Background: an optimization exercise with open tools, aiming at small area, a short achievable clock period and few clock cycles per item. Do not read the settings as production practice.
In this exercise RTL edits were held to simulation tests only and were not proved equivalent to the original.

wip/nickel:
==> flow/design.v <==
module bpm_pos_calc (
    input  logic        clk,
    input  logic        rst,
    input  logic        data_valid,
    input  logic [31:0] A_IN,
    input  logic [31:0] B_IN,
    input  logic [31:0] C_IN,
    input  logic [31:0] D_IN,
    input  logic [15:0] Diameter,
    output logic [24:0] X,
    output logic [24:0] Y,
    output logic [33:0] S,
    output logic [1:0]  err,
    output logic        busy,
    output logic        rdy
);
    logic [31:0] a_r, c_r;
    logic [32:0] sab, scd;
    logic [21:0] kr;        
    logic        kx, kyn;   
    logic        kp;        
    logic [32:0] rx, ry;
    logic [24:0] wx, wy;
    logic [4:0]  cnt;
    logic        last;
    assign last = (cnt == 5'd23);
    logic b24, b23;
    assign b24 = (Diameter >= 16'd33555);
    assign b23 = ((Diameter >= 16'd16778) && !b24) || (Diameter >= 16'd50332);
    logic [22:0] p125;
    assign p125 = {kr[15:0], 7'b0} - {7'b0, kr[15:0]} - {6'b0, kr[15:0], 1'b0};
    function automatic logic [34:0] add3(input logic [34:0] p, input logic [34:0] x,
                                         input logic [34:0] y);
        logic [34:0] sm, cy;
        sm = p ^ x ^ y;
        cy = (p & x) | (p & y) | (x & y);
        add3 = sm + {cy[33:0], 1'b1};
    endfunction
    function automatic logic [34:0] step_r(input logic [32:0] r, input logic [31:0] a,
                                           input logic [32:0] s, input logic k);
        logic [34:0] r2, ka, c0, c1, c2;
        r2 = {1'b0, r, 1'b0};
        ka = {3'b0, a & {32{k}}};
        c0 = r2 + ka;
        c1 = add3(r2, ka, ~{2'b0, s});
        c2 = add3(r2, ka, ~{1'b0, s, 1'b0});
        if (!c2[34])      step_r = {2'd2, c2[32:0]};
        else if (!c1[34]) step_r = {2'd1, c1[32:0]};
        else              step_r = {2'd0, c0[32:0]};
    endfunction
    function automatic logic [24:0] step_w(input logic [24:0] w, input logic kp,
                                           input logic [1:0] t);
        logic [24:0] wm1, wp1;
        wm1 = w - 25'd1;
        wp1 = w + 25'd1;
        case ({kp, t})
            3'b000, 3'b101: step_w = {w[23:0], 1'b0};
            3'b001, 3'b110: step_w = {w[23:0], 1'b1};
            3'b010:         step_w = {wp1[23:0], 1'b0};
            default:        step_w = {wm1[23:0], 1'b1};
        endcase
    endfunction
    function automatic logic [24:0] fin_res(input logic [24:0] w, input logic [32:0] r,
                                            input logic [32:0] s, input logic t);
        logic [24:0] wp1;
        logic        up;
        wp1 = w + 25'd1;
        up  = w[24] && (t ? ({r, 1'b0} != {1'b0, s}) : (r != 33'd0));
        if (s == 33'd0) fin_res = 25'd0;
        else if (!up)   fin_res = {w[23:0], t};
        else if (t)     fin_res = {wp1[23:0], 1'b0};
        else            fin_res = {w[23:0], 1'b1};
    endfunction
    logic [1:0]  tx, ty;
    logic [32:0] nrx, nry;
    assign {tx, nrx} = step_r(rx, a_r, sab, kx);
    assign {ty, nry} = step_r(ry, c_r, scd, !kyn);
    always_ff @(posedge clk or posedge rst) begin
        if (rst) begin
            busy <= 1'b0;
            rdy  <= 1'b0;
            X    <= '0;
            Y    <= '0;
            S    <= '0;
            err  <= '0;
        end else begin
            rdy <= 1'b0;
            if (!busy) begin
                busy <= data_valid;
            end else if (last) begin
                busy <= 1'b0;
                rdy  <= 1'b1;
                X    <= fin_res(wx, rx, sab, tx[0]);
                Y    <= fin_res(wy, ry, scd, ty[0]);
                S    <= {1'b0, sab} + {1'b0, scd};
                err  <= {scd == 33'd0, sab == 33'd0};
            end
        end
    end
    always_ff @(posedge clk) begin
        if (!busy) begin
            a_r <= A_IN;
            c_r <= C_IN;
            sab <= {1'b0, A_IN} + {1'b0, B_IN};
            scd <= {1'b0, C_IN} + {1'b0, D_IN};
        end
    end
    always_ff @(posedge clk) begin
        if (!busy) begin
            rx  <= b24 ? {1'b0, A_IN} : 33'd0;
            ry  <= b24 ? {1'b0, C_IN} : 33'd0;
            wx  <= 25'd0;
            wy  <= 25'd0;
            kp  <= b24;
            kx  <= b23;
            kyn <= !b23;
            kr  <= {6'd0, Diameter};
            cnt <= 5'd0;
        end else begin
            rx  <= nrx;
            ry  <= nry;
            wx  <= step_w(wx, kp, tx);
            wy  <= step_w(wy, kp, ty);
            kp  <= kx;
            cnt <= cnt + 5'd1;
            if (cnt == 5'd0) begin
                kx  <= p125[20];
                kyn <= !p125[20];
                kr  <= {p125[19:0], 2'b00};
            end else begin
                kx  <= kr[21];
                kyn <= !kr[21];
                kr  <= {kr[20:0], 1'b0};
            end
        end
    end
endmodule
==> flow/config.mk <==
export PLATFORM = sky130hd
export DESIGN_NAME = bpm_pos_calc
export DESIGN_NICKNAME = bpm_pos_calc
export VERILOG_FILES = /design/flow/design.v
export SDC_FILE = /design/flow/constraint.sdc
export NUM_CORES = 4
export LEC_CHECK = 0
export CAP_MARGIN = 20
export CORE_MARGIN = 2
export CORE_UTILIZATION = 40
export SLEW_MARGIN = 20
==> flow/constraint.sdc <==
create_clock -name core_clock -period 13.0 [get_ports {clk}]
set_input_delay 2.6000 -clock core_clock [delete_from_list [all_inputs] [get_ports {clk}]]
set_output_delay 2.6000 -clock core_clock [all_outputs]
set_load 0.01 [all_outputs]
standard.sh (not shown) runs the stock make flow with config.mk's settings and CLKGATE_MAP_FILE= SYNTH_SCRIPT=/design/flow/synth_recipe.tcl, a recipe that flattens the netlist after the stock synthesis.
==> flow/flow/run.sh <==
#!/bin/bash
set -euo pipefail
bash standard.sh SETUP_SLACK_MARGIN=9 TNS_END_PERCENT=10 "BUFFER_PORTS_ARGS=-buffer_cell sky130_fd_sc_hd__buf_1" finish > standard_make.log 2>&1
Testbench counts of wip/nickel, summed over its fixed seeds: cycles 24,000, items 960.
The following lists how wip/onyx was set up differently from wip/nickel:
==> flow/flow/run.sh <==
#!/bin/bash
set -euo pipefail
bash standard.sh SETUP_SLACK_MARGIN=8 "BUFFER_PORTS_ARGS=-buffer_cell sky130_fd_sc_hd__buf_1" finish > standard_make.log 2>&1
--- outcome ---
wip/onyx went all the way through the flow, and no timing, DRC or antenna check failed. Relative to wip/nickel, number of buffers added for setup after CTS has decreased by 61 in wip/onyx. Diff wip/nickel -> wip/onyx: fraction of synthesized cell area in xor and xnor cells was more or less identical, number of detailed-route iterations in the first pass went down by 1. Relative to wip/nickel, the count of clock-buffer cells in the layout measured on wip/onyx has increased by a few percent. Between wip/onyx and wip/nickel, it is wip/onyx whose core utilization is lower, by 3.1 points. The maximum clock frequency was comparable across wip/onyx and wip/nickel. wip/nickel vs wip/onyx, highest signal layer in the routed design: met4 vs met5.
Setup changes, wip/onyx to wip/pepper
==> flow/flow/run.sh <==
#!/bin/bash
set -euo pipefail
bash standard.sh SETUP_SLACK_MARGIN=7.75 "BUFFER_PORTS_ARGS=-buffer_cell sky130_fd_sc_hd__buf_1" finish > standard_make.log 2>&1
diff --git a/flow/config.mk b/flow/config.mk
--- a/flow/config.mk
+++ b/flow/config.mk
@@ -8,4 +8,4 @@
 export CAP_MARGIN = 20
 export CORE_MARGIN = 2
-export CORE_UTILIZATION = 40
+export CORE_UTILIZATION = 55
 export SLEW_MARGIN = 20
Results
The wire length of the first global-routing pass in wip/pepper was lower than what wip/onyx gave.
Looking at time the worst path needs with I/O delays and setup across wip/pepper and wip/onyx, the one that comes out lower is wip/onyx.
The lower met2 layer wire length in the routed design came out of wip/pepper.
Looking at wip/pepper and wip/onyx, the largest stage delay on the critical path is a wash.
Here is what was changed in the inputs of wip/cedar compared with wip/pepper.
==> flow/flow/run.sh <==
#!/bin/bash
set -euo pipefail
bash standard.sh SETUP_SLACK_MARGIN=8 CAP_MARGIN=10 SLEW_MARGIN=10 "BUFFER_PORTS_ARGS=-buffer_cell sky130_fd_sc_hd__buf_1" finish > standard_make.log 2>&1
diff --git a/flow/config.mk b/flow/config.mk
--- a/flow/config.mk
+++ b/flow/config.mk
@@ -8,4 +8,4 @@
 export CAP_MARGIN = 20
 export CORE_MARGIN = 2
-export CORE_UTILIZATION = 55
+export CORE_UTILIZATION = 40
 export SLEW_MARGIN = 20
Notes after the runs:
Taking wip/pepper as the reference, in wip/cedar multi-input gate share of total cell area -0.84 points, number of buffers inserted by port buffering roughly the same, worst slack after detailed placement rose by 0.20 ns.
Taking wip/pepper as the reference, in wip/cedar shortest clock period the worst path allows after layout -0.30 ns.
Input-level comparison between wip/sierra and wip/cedar:
==> flow/flow/run.sh <==
#!/bin/bash
set -euo pipefail
bash standard.sh SETUP_SLACK_MARGIN=8 "BUFFER_PORTS_ARGS=-buffer_cell sky130_fd_sc_hd__buf_1" finish > standard_make.log 2>&1
diff --git a/flow/config.mk b/flow/config.mk
--- a/flow/config.mk
+++ b/flow/config.mk
@@ -8,4 +8,4 @@
 export CAP_MARGIN = 20
 export CORE_MARGIN = 2
-export CORE_UTILIZATION = 40
+export CORE_UTILIZATION = 55
 export SLEW_MARGIN = 20
==> results.txt <==
Wire length of the first global-routing pass: wip/sierra < wip/cedar. Clock transition time at the flip-flop clock pins of the worst setup and hold paths of wip/cedar is on par with wip/sierra.

-- what the ideal ports hide --
How much do the figures lean on ideal ports? The routed layouts below were timed once more, with nothing changed but the port constraints.
Step 1, drivers: a clkbuf_16 drives clk and a buf_2 each remaining input, both assumed.
Step 2 also shifts input and output timing later by t, the mid clock arrival at the registers, as if the neighbouring blocks saw the same clock.
a / b / c = ideal ports / drivers / drivers and shift; a / b = the first two.
run | shift t [ns] | setup WS [ns] | worst register clock-pin slew, ns
wip/nickel | 0.669 | 8.032 / 8.061 / 7.392 | 0.07 / 0.07
wip/onyx | 0.672 | 8.025 / 8.073 / 7.401 | 0.06 / 0.06
wip/pepper | 0.651 | 7.721 / 7.767 / 7.116 | 0.07 / 0.07
wip/cedar | 0.670 | 8.021 / 8.069 / 7.399 | 0.06 / 0.06
wip/sierra | 0.653 | 8.017 / 8.028 / 7.375 | 0.07 / 0.07
After both steps setup and hold are still met in every run listed. The setup slack of wip/sierra, which loses most, moves by +0.011 ns with the drivers and by -0.642 ns with both steps.
